This is an optimization exercise on Yosys and OpenROAD, whose aim is small area, not a production implementation. Only simulation tests tie the RTL to the original design; equivalence was not proved. Power figures rest on the tool's default switching activity, not on a simulated workload.

Setup of run A:
==> flow/design.v <==
package conn_mgr_pkg;
    typedef enum logic {
        CONN_CLOSED = 1'b0,
        CONN_OPEN   = 1'b1
    } conn_status_e;
    typedef enum logic {
        OP_CLOSE = 1'b0,
        OP_OPEN  = 1'b1
    } cm_op_e;
    typedef enum logic [1:0] {
        ERR_OK           = 2'd0,
        ERR_ID_WRONG     = 2'd1,
        ERR_ALREADY_OPEN = 2'd2,
        ERR_IS_CLOSED    = 2'd3
    } cm_err_e;
endpackage
`timescale 1ns/1ps
module conn_manager_top (
    input  logic                          clk,
    input  logic                          reset,
    input  logic                          initialize,
    output logic                          initialized,
    input  logic                          cmd_valid,
    output logic                          cmd_ready,
    input  logic                          cmd_open,
    input  logic [32-1:0]  cmd_conn_id,
    input  logic [32-1:0]       cmd_dest_ip,
    input  logic [16-1:0]     cmd_dest_port,
    output logic                          status_valid,
    input  logic                          status_ready,
    output logic [32-1:0]  status_conn_id,
    output conn_mgr_pkg::cm_err_e         status_err,
    input  logic                          rpc_in_valid,
    input  logic [32-1:0]  rpc_in_conn_id,
    input  logic [64-1:0]  rpc_in_payload,
    output logic                          rpc_out_valid,
    output logic [32-1:0]  rpc_out_conn_id,
    output logic [64-1:0]  rpc_out_payload,
    output logic [32-1:0]       rpc_out_dest_ip,
    output logic [16-1:0]     rpc_out_dest_port,
    output logic                          error
);
    localparam int AW = 4;
    localparam int NE = 2**AW;
    localparam int DW = 32 + 16;
    localparam int NR = NE / 2;
    logic           sweeping;
    logic [AW-1:0]  sweep_addr;
    always_ff @(posedge clk) begin
        if (reset) begin
            sweeping    <= 1'b0;
            sweep_addr  <= '0;
            initialized <= 1'b0;
        end else if (sweeping) begin
            sweep_addr <= sweep_addr + 1'b1;
            if (&sweep_addr) begin
                sweeping    <= 1'b0;
                initialized <= 1'b1;
            end
        end else if (initialize) begin
            sweeping    <= 1'b1;
            initialized <= 1'b0;
        end
    end
    typedef enum logic [1:0] {ST_IDLE, ST_CHECK, ST_REPORT} exec_state_e;
    logic                          op_valid, op_valid_nx;
    logic                          d_open;
    logic                          d_in_range;
    logic                          d_st;
    logic [32-1:0]  d_id;
    logic [DW-1:0]                 d_dest;
    logic [AW-1:0]                 d_addr;
    logic                          cmd_accept;
    logic                          cmd_in_range;
    logic                          cmd_st;
    exec_state_e                   state, state_nx;
    logic [32-1:0]  e_id;
    logic [1:0]                    e_err;
    logic                          capture;
    logic [1:0]                    cap_err;
    logic                          st_we;
    logic                          res_valid;
    logic                          res_ready;
    logic [NE-1:0]                 st, st_nx;
    assign cmd_ready  = initialized && !op_valid;
    assign cmd_accept = cmd_valid && cmd_ready;
    always_comb begin
        if (reset) begin
            op_valid_nx = 1'b0;
        end else if (cmd_accept) begin
            op_valid_nx = 1'b1;
        end else if (state == ST_IDLE) begin
            op_valid_nx = 1'b0;
        end else begin
            op_valid_nx = op_valid;
        end
    end
    always_comb begin
        state_nx = state;
        if (reset) begin
            state_nx = ST_IDLE;
        end else begin
            case (state)
                ST_IDLE: begin
                    if (op_valid) begin
                        state_nx = d_in_range ? ST_CHECK : ST_REPORT;
                    end
                end
                ST_CHECK: state_nx = ST_REPORT;
                default: begin
                    if (res_ready) begin
                        state_nx = ST_IDLE;
                    end
                end
            endcase
        end
    end
    always_ff @(posedge clk) begin
        op_valid <= op_valid_nx;
        state    <= state_nx;
    end
    assign st_we = (state == ST_CHECK) && (e_err == 2'd0);
    always_comb begin
        for (int i = 0; i < NE; i++) begin
            if (sweeping) begin
                st_nx[i] = 1'b0;
            end else if (st_we && (e_id[AW-1:0] == AW'(i))) begin
                st_nx[i] = !st[i];
            end else begin
                st_nx[i] = st[i];
            end
        end
    end
    always_ff @(posedge clk) begin
        st <= st_nx;
    end
    assign cmd_in_range = ~|cmd_conn_id[32-1:AW];
    assign cmd_st       = st_nx[cmd_conn_id[AW-1:0]];
    always_ff @(posedge clk) begin
        if (cmd_accept) begin
            d_open     <= cmd_open;
            d_in_range <= cmd_in_range;
            d_st       <= cmd_st;
            d_id       <= cmd_conn_id;
            d_dest     <= {cmd_dest_ip, cmd_dest_port};
        end
    end
    assign d_addr  = d_id[AW-1:0];
    assign capture = op_valid && (state == ST_IDLE);
    assign cap_err = !d_in_range     ? 2'd1 :
                     (d_st == d_open) ? {1'b1, !d_open} : 2'd0;
    always_ff @(posedge clk) begin
        if (capture) begin
            e_id  <= d_id;
            e_err <= cap_err;
        end
    end
    assign res_valid = (state == ST_REPORT);
    assign res_ready = !status_valid;
    always_ff @(posedge clk) begin
        if (reset) begin
            status_valid <= 1'b0;
        end else if (res_valid && res_ready) begin
            status_valid <= 1'b1;
        end else if (status_ready) begin
            status_valid <= 1'b0;
        end
    end
    always_ff @(posedge clk) begin
        if (res_valid && res_ready) begin
            status_conn_id <= e_id;
            status_err     <= conn_mgr_pkg::cm_err_e'(e_err);
        end
    end
    logic               ph, ph_nx;
    logic               lo_nx;
    logic [AW-1:0]      addr_nx;
    logic               wr_slot_nx;
    logic [NR-1:0]      ring_we;
    logic [NR-1:0]      ring_hold;
    logic [DW-1:0]      slot0 [0:NR-1];
    logic [DW-1:0]      slot1 [0:NR-1];
    assign ph_nx = reset ? 1'b0 : !ph;
    always_ff @(posedge clk) begin
        ph <= ph_nx;
    end
    assign lo_nx   = cmd_accept ? (cmd_open && cmd_in_range && !cmd_st) :
                                  (d_open && d_in_range && !d_st);
    assign addr_nx = cmd_accept ? cmd_conn_id[AW-1:0] : d_addr;
    assign wr_slot_nx = ((op_valid_nx && (state_nx == ST_IDLE)) || (state_nx == ST_CHECK)) &&
                        lo_nx && (addr_nx[0] != ph_nx);
    always_ff @(posedge clk) begin
        for (int r = 0; r < NR; r++) begin
            ring_we[r]   <= wr_slot_nx && (addr_nx[AW-1:1] == (AW-1)'(r));
            ring_hold[r] <= !(wr_slot_nx && (addr_nx[AW-1:1] == (AW-1)'(r)));
        end
    end
    for (genvar r = 0; r < NR; r++) begin : g_ring
        always_ff @(posedge clk) begin
            slot1[r] <= slot0[r];
            slot0[r] <= ({DW{ring_we[r]}} & d_dest) | ({DW{ring_hold[r]}} & slot1[r]);
        end
    end
    logic                   in_range;
    logic                   in_open;
    logic                   s1_ok;
    logic                   s1_closed;
    logic [AW-1:0]          s1_addr;
    logic [AW-1:0]          s2_addr;
    logic [64-1:0] s1_payload;
    logic [DW-1:0]          rd_dest;
    assign in_range = ~|rpc_in_conn_id[32-1:AW];
    assign in_open  = st[rpc_in_conn_id[AW-1:0]];
    always_ff @(posedge clk) begin
        if (reset) begin
            s1_ok         <= 1'b0;
            s1_closed     <= 1'b0;
            rpc_out_valid <= 1'b0;
            error         <= 1'b0;
        end else begin
            s1_ok         <= rpc_in_valid && in_range && in_open;
            s1_closed     <= rpc_in_valid && in_range && !in_open;
            rpc_out_valid <= s1_ok;
            if ((rpc_in_valid && !in_range) || s1_closed) begin
                error <= 1'b1;
            end
        end
    end
    logic [NE-1:0]          rd_sel;
    always_ff @(posedge clk) begin
        s1_addr         <= rpc_in_conn_id[AW-1:0];
        s1_payload      <= rpc_in_payload;
        s2_addr         <= s1_addr;
        rpc_out_payload <= s1_payload;
        for (int p = 0; p < NE; p++) begin
            rd_sel[p] <= ({s1_addr[AW-1:1], s1_addr[0] ^ !ph} == AW'(p));
        end
    end
    always_comb begin
        rd_dest = '0;
        for (int r = 0; r < NR; r++) begin
            rd_dest = rd_dest | ({DW{rd_sel[2*r]}} & slot0[r]) | ({DW{rd_sel[2*r+1]}} & slot1[r]);
        end
    end
    assign rpc_out_conn_id   = {{(32-AW){1'b0}}, s2_addr};
    assign rpc_out_dest_ip   = rd_dest[DW-1:16];
    assign rpc_out_dest_port = rd_dest[16-1:0];
endmodule
==> flow/config.mk <==
export PLATFORM = sky130hd
export DESIGN_NAME = conn_manager_top
export DESIGN_NICKNAME = conn_manager_top
export VERILOG_FILES = /design/flow/design.v
export SDC_FILE = /design/flow/constraint.sdc
export NUM_CORES = 4
export LEC_CHECK = 0
export CAP_MARGIN = 20
export CORE_MARGIN = 2
export CORE_UTILIZATION = 75
export SLEW_MARGIN = 20
==> flow/constraint.sdc <==
create_clock -name core_clock -period 5.0 [get_ports {clk}]
set_input_delay 1.0000 -clock core_clock [delete_from_list [all_inputs] [get_ports {clk}]]
set_output_delay 1.0000 -clock core_clock [all_outputs]
set_load 0.01 [all_outputs]
standard.sh (not shown) runs the stock make flow with config.mk's settings and CLKGATE_MAP_FILE= SYNTH_SCRIPT=/design/flow/synth_recipe.tcl, a recipe that flattens the netlist after the stock synthesis.
==> flow/flow/run.sh <==
#!/bin/bash
set -euo pipefail
export BUFFER_PORTS_ARGS="-buffer_cell sky130_fd_sc_hd__buf_1"
export CTS_ARGS="-sink_clustering_enable -repair_clock_nets -dont_use_dummy_load -sink_clustering_size 16 -sink_clustering_max_diameter 50 -buf_list sky130_fd_sc_hd__clkbuf_8"
bash standard.sh finish > flow.log 2>&1
Run A closes out successfully: all stages finished, all timing, DRC and antenna checks passed.
## Diff of input files: run B against run A
- CORE_UTILIZATION now 40, was 75
- CTS_CLUSTER_SIZE now 30, previously not set
- CTS_CLUSTER_DIAMETER now 80, previously not set
==> flow/flow/run.sh <==
#!/bin/bash
set -euo pipefail
export BUFFER_PORTS_ARGS="-buffer_cell sky130_fd_sc_hd__buf_1"
bash standard.sh finish > flow.log 2>&1
--- outcome ---
Setup WNS run A -> run B: worse. The clock tree cell share of total cell area of run B exceeds that of run A by 0.97 points. Run B vs run A, effective utilization at floorplan went down by 36 points. Taking run A as the reference, in run B met1 wire length rose by about 30%; via count fell by about 1%. [compare] base=run A new=run B: area of all placed cells without fillers went up about 3.4%, cell internal power dissipation rose 490 uW, proportion of cell area occupied by multi-input gates now smaller, relative contribution of combinational cells to total power has increased.
Here is what was changed in the inputs of run C compared with run B.
- a change of CORE_UTILIZATION from 40 to 65
==> flow/flow/run.sh <==
#!/bin/bash
set -euo pipefail
export BUFFER_PORTS_ARGS="-buffer_cell sky130_fd_sc_hd__buf_1"
export CTS_ARGS="-sink_clustering_enable -repair_clock_nets -dont_use_dummy_load -sink_clustering_size 8 -sink_clustering_max_diameter 40 -buf_list sky130_fd_sc_hd__clkbuf_4"
bash standard.sh finish > flow.log 2>&1
Run C: all stages complete, timing, DRC and antenna checks passed. Looking at via count of the first global-routing pass, run C sits 2.7% higher than run B does. As far as sequential-cell power consumption is concerned, run C and run B perform about the same. Diff run B -> run C | total routing usage reported by global routing | increase of 12 points. Relative to run B, the final cell area reported for run C is lower. Clock skew up 0.022 ns in run C wrt run B. Of run B and run C, the run reporting the lower total clock buffers created by CTS was run B. In run C relative to run B, average detailed-routed wire length per instance had gone down slightly. The layout filler cell count in run B is 2.1 times that in run C. Higher sum of met2 wire segment lengths after detailed routing was reported by run B, not run C. Total power of run C is lower than that of run B.
## Diff of input files: run D against run C
==> flow/flow/run.sh <==
#!/bin/bash
set -euo pipefail
export BUFFER_PORTS_ARGS="-buffer_cell sky130_fd_sc_hd__buf_1"
export CTS_ARGS="-sink_clustering_enable -repair_clock_nets -dont_use_dummy_load -sink_clustering_size 30 -sink_clustering_max_diameter 60"
export RECOVER_POWER=100
bash standard.sh finish > flow.log 2>&1
Notes after the runs:
- Run D finished all stages; layout check result: FAIL, due to max-capacitance violations, max-slew violations.
- For the all-layer global routing usage, run D came in 1.2 points lower than run C did.
- Comparing run C and run D, the lower number of vias per cell after detailed routing was measured on run C.
- Power, run C and run D, higher one = run D.
- Looking at final period demand of the worst path, run D sits 0.17 ns below run C.
- Min ratio of final minimum period to clock period across run C and run D: run D
- Compared to run C, run D has endpoint arrival time on the critical path 0.17 ns lower.
- Least setup slack across all paths after layout: run C and run D compared, lower one is run C
- Run D ended up with reg2reg as its class of the tightest hold or removal check; run C ended up with in2reg.
- Any difference in number of setup buffers added after CTS between run D and run C is small enough to ignore.
- Comparing run D with run C, the share of flip-flops with an asynchronous set or reset came out essentially unchanged.
- Changes observed in run D relative to run C: transition at the pin with the smallest max-transition slack shows an increase of 2.34 ns, total power density per cell area now sits higher.
[inputs] run E vs run D
- CORE_UTILIZATION now 80, was 65
- CTS_CLUSTER_DIAMETER no longer set, was 80
- CTS_CLUSTER_SIZE no longer set, was 30
==> flow/flow/run.sh <==
#!/bin/bash
set -euo pipefail
export BUFFER_PORTS_ARGS="-buffer_cell sky130_fd_sc_hd__buf_1"
export CTS_ARGS="-sink_clustering_enable -repair_clock_nets -dont_use_dummy_load -sink_clustering_size 19 -sink_clustering_max_diameter 60 -buf_list sky130_fd_sc_hd__clkbuf_8"
bash standard.sh finish > flow.log 2>&1
Notes after the runs:
Run E closes out successfully: all stages finished, all timing, DRC and antenna checks passed. [flow] run D | stages: complete | final checks: fail | reason: max-capacitance violations, max-slew violations. The start point of the critical path comes out rd_sel[3]$_DFF_P_ in one run and rd_sel[7]$_DFF_P_ in the other, namely in run E and run D respectively. The maximum fanout count along the critical path in run E sits 20 below the value recorded for run D. Changes observed in run E relative to run D: maximum achievable frequency rose about 2.5%, power density over the cells fell about 3.5%, fraction of power consumed by sequential logic went up. Relative to run D, the instance count on the critical path of run E is higher by 2. Summary of run E over run D: final number of hold-violating endpoints saw little to no change, number of non-filler instances in the completed layout saw a decrease.

==> port drivers added, routing unchanged <==
The flow's constraints put no driver on any port. The routed layouts listed below were extracted and timed again, unchanged, in two steps. Step 1 sets driving cells, clkbuf_16 on the clock port and buf_2 on the other inputs (assumed; they add their load-dependent delay and slew). Step 2 times the ports against the registers' clock, not the clock port: input delays grow and output delays shrink by t, the midpoint of the rising clock arrivals with the driver on. Slacks: ideal ports / drivers / drivers and shift; pairs: ideal ports / drivers.
run | t (ns) | setup WS [ns] | worst data-port slew with drivers (ns)
run A | 0.728 | 1.182 / 1.129 / 1.589 | 0.09
run B | 0.695 | 1.020 / 0.957 / 1.652 | 0.13
run C | 1.084 | 0.860 / 0.802 / 1.707 | 0.10
run D | 0.684 | 1.034 / 0.971 / 0.999 | 0.10
run E | 0.720 | 1.130 / 1.077 / 1.702 | 0.08
The setup slack of run D, which loses most, moves by -0.063 ns with the drivers and by -0.035 ns with both steps.
